Source: an optimization exercise on an open RTL-to-GDS flow (aim: small area, a short achievable clock period and few clock cycles per item). Production flows keep margins and buffers that such runs may drop.
In this exercise RTL edits were held to simulation tests only and were not proved equivalent to the original.

--- design/flow/config.mk ---
export PLATFORM = sky130hd
export DESIGN_NAME = jam_top
export DESIGN_NICKNAME = jam_top
export VERILOG_FILES = /design/flow/design.v
export SDC_FILE = /design/flow/constraint.sdc
export NUM_CORES = 4
export LEC_CHECK = 0
export CAP_MARGIN = 20
export CORE_MARGIN = 2
export CORE_UTILIZATION = 40
export SLEW_MARGIN = 20
--- design/flow/constraint.sdc ---
create_clock -name core_clock -period 15.0 [get_ports {clk}]
set_input_delay 3.0000 -clock core_clock [delete_from_list [all_inputs] [get_ports {clk}]]
set_output_delay 3.0000 -clock core_clock [all_outputs]
set_load 0.01 [all_outputs]
--- design/flow/design.v ---
`default_nettype none
module cost_loader (
	input  logic        clk,
	input  logic        rst_n,
	input  logic        in_valid,
	input  logic [6:0]  in_cost,
	input  logic        out_done,
	output logic        row_we,
	output logic [2:0]  row_idx,
	output logic [55:0] row_data,    
	output logic        load_done
);
	localparam logic [1:0] S_IDLE = 2'd0;
	localparam logic [1:0] S_LOAD = 2'd1;
	localparam logic [1:0] S_WAIT = 2'd2;
	logic [1:0]  state;
	logic [5:0]  in_cnt;    
	logic        take;
	logic [6:0]  cost_q;
	logic        cost_v;
	logic [55:0] row_buf;   
	logic [6:0]  run_min;
	logic [2:0]  col_cnt;
	logic [2:0]  row_cnt;
	logic [55:0] row_full;
	logic [6:0]  row_min;
	assign take = in_valid && (state != S_WAIT);   
	always_ff @(posedge clk or negedge rst_n) begin
		if (!rst_n) begin
			state  <= S_IDLE;
			in_cnt <= 6'd0;
			cost_v <= 1'b0;
		end else begin
			cost_v <= take;
			if (take)
				in_cnt <= in_cnt + 6'd1;   
			case (state)
				S_IDLE: if (in_valid) state <= S_LOAD;
				S_LOAD: if (take && in_cnt == 6'd63) state <= S_WAIT;
				S_WAIT: if (out_done) state <= S_IDLE;
				default: state <= S_IDLE;
			endcase
		end
	end
	always_ff @(posedge clk) begin
		if (take)
			cost_q <= in_cost;
	end
	always_comb begin
		row_full = {cost_q, row_buf[55:7]};   
		row_min  = (col_cnt == 3'd0 || cost_q < run_min) ? cost_q : run_min;
	end
	always_ff @(posedge clk or negedge rst_n) begin
		if (!rst_n) begin
			col_cnt   <= 3'd0;
			row_cnt   <= 3'd0;
			row_we    <= 1'b0;
			load_done <= 1'b0;
		end else begin
			row_we    <= cost_v && (col_cnt == 3'd7);
			load_done <= row_we && (row_idx == 3'd7);
			if (cost_v) begin
				col_cnt <= col_cnt + 3'd1;
				if (col_cnt == 3'd7)
					row_cnt <= row_cnt + 3'd1;
			end
		end
	end
	always_ff @(posedge clk) begin
		if (cost_v) begin
			row_buf <= row_full;
			run_min <= row_min;
		end
		if (cost_v && col_cnt == 3'd7) begin
			row_idx <= row_cnt;
			for (int c = 0; c < 8; c++)
				row_data[c*7 +: 7] <= row_full[c*7 +: 7] - row_min;
		end
	end
endmodule
`default_nettype wire
`default_nettype none
module cost_matrix (
	input  logic         clk,
	input  logic         rst_n,
	input  logic         row_we,
	input  logic [2:0]   row_idx,
	input  logic [55:0]  row_data,    
	input  logic         col_we,
	input  logic [2:0]   col_idx,
	input  logic [55:0]  col_data,    
	output logic [447:0] matrix
);
	logic [447:0] store;
	always_ff @(posedge clk or negedge rst_n) begin
		if (!rst_n) begin
			store <= '0;
		end else if (row_we) begin
			for (int r = 0; r < 8; r++)
				if (row_idx == r[2:0])
					for (int c = 0; c < 8; c++)
						store[(r*8+c)*7 +: 7] <= row_data[c*7 +: 7];
		end else if (col_we) begin
			for (int c = 0; c < 8; c++)
				if (col_idx == c[2:0])
					for (int r = 0; r < 8; r++)
						store[(r*8+c)*7 +: 7] <= col_data[r*7 +: 7];
		end
	end
	assign matrix = store;
endmodule
`default_nettype wire
`default_nettype none
module col_reducer (
	input  logic         clk,
	input  logic         rst_n,
	input  logic         start,
	input  logic [447:0] matrix,
	output logic         col_we,
	output logic [2:0]   col_idx,
	output logic [55:0]  col_data,    
	output logic         done
);
	logic       active;
	logic [2:0] col;       
	logic [55:0] col_val;  
	logic [6:0] col_min;
	always_comb begin
		col_val = '0;
		for (int c = 0; c < 8; c++)
			if (col == c[2:0])
				for (int r = 0; r < 8; r++)
					col_val[r*7 +: 7] = matrix[(r*8+c)*7 +: 7];
		col_min = col_val[6:0];
		for (int r = 1; r < 8; r++) begin
			if (col_val[r*7 +: 7] < col_min)
				col_min = col_val[r*7 +: 7];
		end
	end
	always_comb begin
		col_idx = col;
		for (int r = 0; r < 8; r++)
			col_data[r*7 +: 7] = col_val[r*7 +: 7] - col_min;   
	end
	assign col_we = active;
	always_ff @(posedge clk or negedge rst_n) begin
		if (!rst_n) begin
			active <= 1'b0;
			col    <= 3'd0;
			done   <= 1'b0;
		end else begin
			done <= 1'b0;
			if (start) begin
				active <= 1'b1;
				col    <= 3'd0;
			end else if (active) begin
				col <= col + 3'd1;
				if (col == 3'd7) begin
					active <= 1'b0;
					done   <= 1'b1;   
				end
			end
		end
	end
endmodule
`default_nettype wire
`default_nettype none
module line_cover (
	input  logic         clk,
	input  logic         rst_n,
	input  logic         start,
	input  logic [447:0] matrix,
	output logic         done,
	output logic [3:0]   lines
);
	logic        busy;
	logic [3:0]  drawn;
	logic [31:0] row_cnt, col_cnt;     
	logic [31:0] row_init, col_init;
	logic [31:0] row_nxt, col_nxt;
	logic [63:0] zero;                 
	logic [3:0]  row_max, col_max;
	logic [2:0]  row_sel, col_sel;
	logic        take_col;
	logic        all_clear;
	always_comb begin
		row_init = '0;
		col_init = '0;
		for (int r = 0; r < 8; r++) begin
			for (int c = 0; c < 8; c++) begin
				zero[r*8+c] = (matrix[(r*8+c)*7 +: 7] == 7'd0);
				if (zero[r*8+c]) begin
					row_init[r*4 +: 4] = row_init[r*4 +: 4] + 4'd1;
					col_init[c*4 +: 4] = col_init[c*4 +: 4] + 4'd1;
				end
			end
		end
	end
	always_comb begin
		row_max = 4'd0;
		row_sel = 3'd0;
		col_max = 4'd0;
		col_sel = 3'd0;
		for (int i = 0; i < 8; i++) begin
			if (row_cnt[i*4 +: 4] > row_max) begin
				row_max = row_cnt[i*4 +: 4];
				row_sel = i[2:0];
			end
			if (col_cnt[i*4 +: 4] > col_max) begin
				col_max = col_cnt[i*4 +: 4];
				col_sel = i[2:0];
			end
		end
		take_col = (col_max > row_max);   
	end
	always_comb begin
		row_nxt = row_cnt;
		col_nxt = col_cnt;
		if (take_col) begin
			for (int c = 0; c < 8; c++)
				if (col_sel == c[2:0]) begin
					col_nxt[c*4 +: 4] = 4'd0;
					for (int r = 0; r < 8; r++)
						if (zero[r*8+c] && row_cnt[r*4 +: 4] != 4'd0)
							row_nxt[r*4 +: 4] = row_cnt[r*4 +: 4] - 4'd1;
				end
		end else begin
			for (int r = 0; r < 8; r++)
				if (row_sel == r[2:0]) begin
					row_nxt[r*4 +: 4] = 4'd0;
					for (int c = 0; c < 8; c++)
						if (zero[r*8+c] && col_cnt[c*4 +: 4] != 4'd0)
							col_nxt[c*4 +: 4] = col_cnt[c*4 +: 4] - 4'd1;
				end
		end
		all_clear = (row_nxt == '0) && (col_nxt == '0);
	end
	always_ff @(posedge clk or negedge rst_n) begin
		if (!rst_n) begin
			busy    <= 1'b0;
			drawn   <= 4'd0;
			row_cnt <= '0;
			col_cnt <= '0;
			done    <= 1'b0;
			lines   <= 4'd0;
		end else begin
			done <= 1'b0;
			if (start) begin
				busy    <= 1'b1;
				drawn   <= 4'd0;
				row_cnt <= row_init;
				col_cnt <= col_init;
			end else if (busy) begin   
				row_cnt <= row_nxt;
				col_cnt <= col_nxt;
				drawn   <= drawn + 4'd1;
				if (all_clear) begin
					busy  <= 1'b0;
					done  <= 1'b1;
					lines <= drawn + 4'd1;   
				end
			end
		end
	end
endmodule
`default_nettype wire
`default_nettype none
module result_streamer (
	input  logic         clk,
	input  logic         rst_n,
	input  logic         start,
	input  logic [447:0] matrix,
	input  logic [3:0]   lines,
	output logic         out_valid,
	output logic [59:0]  out_data,    
	output logic         out_done
);
	logic [2:0] beat;       
	logic [2:0] next_row;
	logic [3:0] lines_q;
	assign next_row = beat + 3'd1;
	assign out_done = out_valid && (beat == 3'd7);   
	always_ff @(posedge clk or negedge rst_n) begin
		if (!rst_n) begin
			out_valid <= 1'b0;
			beat      <= 3'd0;
		end else if (start) begin
			out_valid <= 1'b1;
			beat      <= 3'd0;
		end else if (out_valid) begin
			if (beat == 3'd7)
				out_valid <= 1'b0;
			else
				beat <= next_row;
		end
	end
	always_ff @(posedge clk) begin
		if (start) begin
			lines_q  <= lines;
			out_data <= {matrix[55:0], lines};
		end else if (out_valid && beat != 3'd7) begin
			out_data[3:0] <= lines_q;
			for (int r = 1; r < 8; r++)
				if (next_row == r[2:0])
					out_data[59:4] <= matrix[r*56 +: 56];
		end
	end
endmodule
`default_nettype wire
`default_nettype none
module jam_top (
	input  logic        clk,
	input  logic        rst_n,
	input  logic        in_valid,
	input  logic [6:0]  in_cost,
	output logic        out_valid,
	output logic [59:0] out_data    
);
	logic         row_we;
	logic [2:0]   row_idx;
	logic [55:0]  row_data;
	logic         load_done;
	logic         col_we;
	logic [2:0]   col_idx;
	logic [55:0]  col_data;
	logic         reduce_done;
	logic         cover_done;
	logic [3:0]   lines;
	logic         out_done;
	logic [447:0] matrix;    
	cost_loader u_loader (
		.clk       (clk),
		.rst_n     (rst_n),
		.in_valid  (in_valid),
		.in_cost   (in_cost),
		.out_done  (out_done),
		.row_we    (row_we),
		.row_idx   (row_idx),
		.row_data  (row_data),
		.load_done (load_done)
	);
	cost_matrix u_matrix (
		.clk      (clk),
		.rst_n    (rst_n),
		.row_we   (row_we),
		.row_idx  (row_idx),
		.row_data (row_data),
		.col_we   (col_we),
		.col_idx  (col_idx),
		.col_data (col_data),
		.matrix   (matrix)
	);
	col_reducer u_reducer (
		.clk      (clk),
		.rst_n    (rst_n),
		.start    (load_done),
		.matrix   (matrix),
		.col_we   (col_we),
		.col_idx  (col_idx),
		.col_data (col_data),
		.done     (reduce_done)
	);
	line_cover u_cover (
		.clk    (clk),
		.rst_n  (rst_n),
		.start  (reduce_done),
		.matrix (matrix),
		.done   (cover_done),
		.lines  (lines)
	);
	result_streamer u_streamer (
		.clk       (clk),
		.rst_n     (rst_n),
		.start     (cover_done),
		.matrix    (matrix),
		.lines     (lines),
		.out_valid (out_valid),
		.out_data  (out_data),
		.out_done  (out_done)
	);
endmodule
`default_nettype wire
--- design/flow/run.sh ---
#!/bin/bash
# synth_recipe.tcl (not shown) runs the flow's synth.tcl, then flattens the netlist and writes it again
# the make line also repeats each setting of config.mk as NAME=value (left out here)
make -C /OpenROAD-flow-scripts/flow DESIGN_CONFIG=/design/flow/config.mk WORK_HOME=/design/flow/orfs CLKGATE_MAP_FILE= SYNTH_SCRIPT=/design/flow/synth_recipe.tcl finish
==> reports/metrics.csv <==
metric,value,unit
status,finished clean,
count_of_pins_over_their_slew_limit,0,
dpl.hpwl,203,mm
grt_use_total,35.8,%
clk_latency,740,ps
post_synth_main_area_contributors,"sky130_fd_sc_hd__dfrtp_1 (25%), sky130_fd_sc_hd__edfxtp_1 (10%), sky130_fd_sc_hd__ha_1 (7.6%), sky130_fd_sc_hd__nor2_1 (7.2%), sky130_fd_sc_hd__nand2_1 (5.2%)",
number_of_instances_in_the_synthesized_netlist,6783,
timing.critical_path.arrival,15060,ps
viasPerCell,6.32,
yosysMostFrequentCell,sky130_fd_sc_hd__nor2_1,
syn_warnings,5,
design.core.area,137000,um^2
layout_setup_ws,554,ps
synth_area_per_cell,8.17,um^2
dieArea,142000,um^2
max_slew_margin,11.0,%
yosys.area_share.adder,8.29,%
wirelength,262,mm
report.final.setup_viol,0,
synth-edff-count,186,
largest_family_of_logic_cells_by_synthesized_area,compound AO/OA/AOI/OAI gates,
numPortBuffers,70,
synth_top_area_cell,sky130_fd_sc_hd__dfrtp_1,
postCtsHoldBufs,0,
worst-slew-pin-transition,1320,ps
cts_buffers,87,
initial_core_util,40.3,%
period_minus_slack,14450,ps
h_tree_levels,3,
drc,0,
dpl_worst_slack,-728,ps
combined_area_of_the_multi_input_logic_cells,35200,um^2
maximum_number_of_pins_on_one_net_before_global_route_repair,137,
worst_clock_skew,62.9,ps
fin_nets,7591,
synth_fp_nets,7147,
cts.sinks,734,
drt_pre_antenna_iters,8,
yosys.area_share.xor_xnor,5.48,%
mappedNetlistArea,55400,um^2
area.sequential,19300,um^2
critPathCaptureType,flop,
grt_first_pass_wirelength,374,mm
final_core_utilization,49.0,%
gp_congestion,1.10,
synth_top_area_share,24.7,%
final_min_period_over_clock_period,96.3,%
cts_tree,yes,
synth-seq-area-share,34.8,%
max-cap-violations,0,
die-width,376,um
grt.overflow.total,0,
ant_nets,0,
antenna_found_initial,1,
critical_path_class,flop to flop,
first_global_vias,54300,
die_height,376,um
share_of_post_route_cells_with_drive_strength_above_1,17.4,%
simple_gate_fraction_of_synth_area,19.5,%
crit_required,15620,ps
hold_viol,0,
crit_path_frequent_cell,sky130_fd_sc_hd__a21oi_2,
min_path_type,flop to flop,
element_type_at_the_critical_path_start,flop,
synth.cells.most_frequent,"sky130_fd_sc_hd__nor2_1 (1070), sky130_fd_sc_hd__nand2_1 (769), sky130_fd_sc_hd__dfrtp_1 (548)",
synth-async-reset-ratio,74.7,%
compound_gate_fraction_of_synth_area,24.8,%
ys_dominant_reg_cell,sky130_fd_sc_hd__dfrtp_1,
synth.distinct_cells,131,
path_clk_slew,60,ps
avgRoutedWirePerCell,28.8,um
cell_at_the_root_of_the_clock_tree,sky130_fd_sc_hd__clkbuf_16,
synth.mux.area_fraction,2.42,%
dr_total_vias,57400,
number_of_synthesized_register_bits,734,
top_level_ports,71,
detailedRoute.firstIterationViolations,6746,
layout-area-overhead-vs-synth,21.5,%
tns,0,ps
timing.critical_path.slowest_cell_delay,460,ps
core.rowCount,136,
fmaxAchievable,69.2,MHz
cp_max_fo,8,
crit_slowest_cell,sky130_fd_sc_hd__dfrtp_2,
clock_path_buffers,3,
rrSetupSlack,550,ps
final.fill_count,13300,
-- repair_timing --
action,in CTS,in global routing
cloned,0,4
gates resized for setup,41,283
pin swaps,1,133
endpoints found under the setup margin,255,442
buffers inserted,3,43
-- kinds of logic after synthesis --
logic type / after synthesis
compound gates: 2072
xor+xnor: 347
fa+ha+maj: 358
buf+inv: 668
flops: 734
mux: 125
simple gates: 2479
-- state kept, by name, summed over array words and instances (netlist names), 4 cells and up --
| signal | flops |
|---|---|
| u_loader.row_buf | 49 |
| u_cover.row_cnt | 32 |
| u_loader.run_min | 7 |
| u_loader.cost_q | 7 |
| u_matrix.store | 448 |
| u_loader.in_cnt | 6 |
| u_cover.lines | 4 |
| u_streamer.lines_q | 4 |
| u_cover.col_cnt | 32 |
| u_loader.row_data | 56 |
| u_streamer.out_data | 60 |
| u_cover.drawn | 4 |
-- metrics by stage --
stage	hold WS, ps	cell area (um^2)	cells
CTS	451	65700	9041
floorplan	426	55500	6783
global route	461	67300	9089
detailed placement	439	62500	8881
finish	451	67300	9090
global placement	438	62500	8881
-- final cells by class --
cell class                      instances  area share (%)
Clock buffer                          119            3.59
Inverter                              257            1.44
Multi-Input combinational cell       5383            52.3
Clock inverter                         38           0.886
Antenna cell                            1         0.00372
Timing Repair Buffer                  764            9.82
Sequential cell                       734            28.7
Tap cell                             1794            3.33
-- final timing paths --
check,from,to,cells after the start
max in group asynchronous,rst_n,u_loader.cost_v,3
min in group asynchronous,rst_n,u_cover.row_cnt[29],1
worst min-delay path,u_loader.row_buf[49],u_loader.row_buf[42],0
worst max-delay path,u_reducer.col[0],u_matrix.store[293],86
worst max register to register,u_reducer.col[0],u_matrix.store[293],86
worst min register to register,u_loader.row_buf[49],u_loader.row_buf[42],0
-- worst max-delay path, delay by kind of cell (launching register included) --
family / cells / cell delay (ps)
and+or+nand+nor: 21 / 2390
xor gates and xnor gates: 2 / 330
DFF: 1 / 460
adders and majority gates: 10 / 2530
buffers and inverters: 13 / 1880
AOI/OAI and AO/OA: 37 / 5950
muxes: 3 / 760
-- layer usage --
metal / track usage (%) / wire length [um] / up-vias
met5: 0 / 15 / -
met4: 26.7 / 23900 / 2
met3: 6.35 / 22200 / 928
met2: 56.7 / 117000 / 3074
met1: 43.6 / 98500 / 27800
li1: - / - / 25700
-- cells in the final DEF (no fill, tap or decap), types with 80 or more instances in the layout --
cell type                      n
sky130_fd_sc_hd__a211oi_1     83
sky130_fd_sc_hd__a21oi_1     423
sky130_fd_sc_hd__a31oi_1     373
sky130_fd_sc_hd__buf_4       622
sky130_fd_sc_hd__clkbuf_16    88
sky130_fd_sc_hd__dfrtp_1     542
sky130_fd_sc_hd__edfxtp_1    186
sky130_fd_sc_hd__ha_1        314
sky130_fd_sc_hd__inv_1       244
sky130_fd_sc_hd__nand2_1     756
sky130_fd_sc_hd__nand3_1     150
sky130_fd_sc_hd__nor2_1     1056
sky130_fd_sc_hd__nor3_1      107
sky130_fd_sc_hd__o211ai_1     80
sky130_fd_sc_hd__o21ai_0     391
sky130_fd_sc_hd__xnor2_1     251
sky130_fd_sc_hd__xor2_1       92
Testbench counts, summed over its fixed seeds: cycles 17,622, matrices 192.

re-timing with driven ports:
Ports are ideal in the flow. The routed layout listed here was re-timed in OpenROAD. Step 1, drivers: a clkbuf_16 drives clk and a buf_2 each remaining input, both assumed. Step 2 also shifts input and output timing later by t, the mid clock arrival at the registers, as if the neighbouring blocks saw the same clock. a / b / c = no drivers / after step 1 / after step 2; a / b = the first two.
shift t [ns]: 0.789
slack for setup (ns): 0.554 / 0.554 / 0.554
worst data-port slew with drivers (ns): 0.05
After both steps this run still meets setup and hold. The setup slack of this run moves by 0.000 ns with the drivers and by 0.000 ns with both steps.
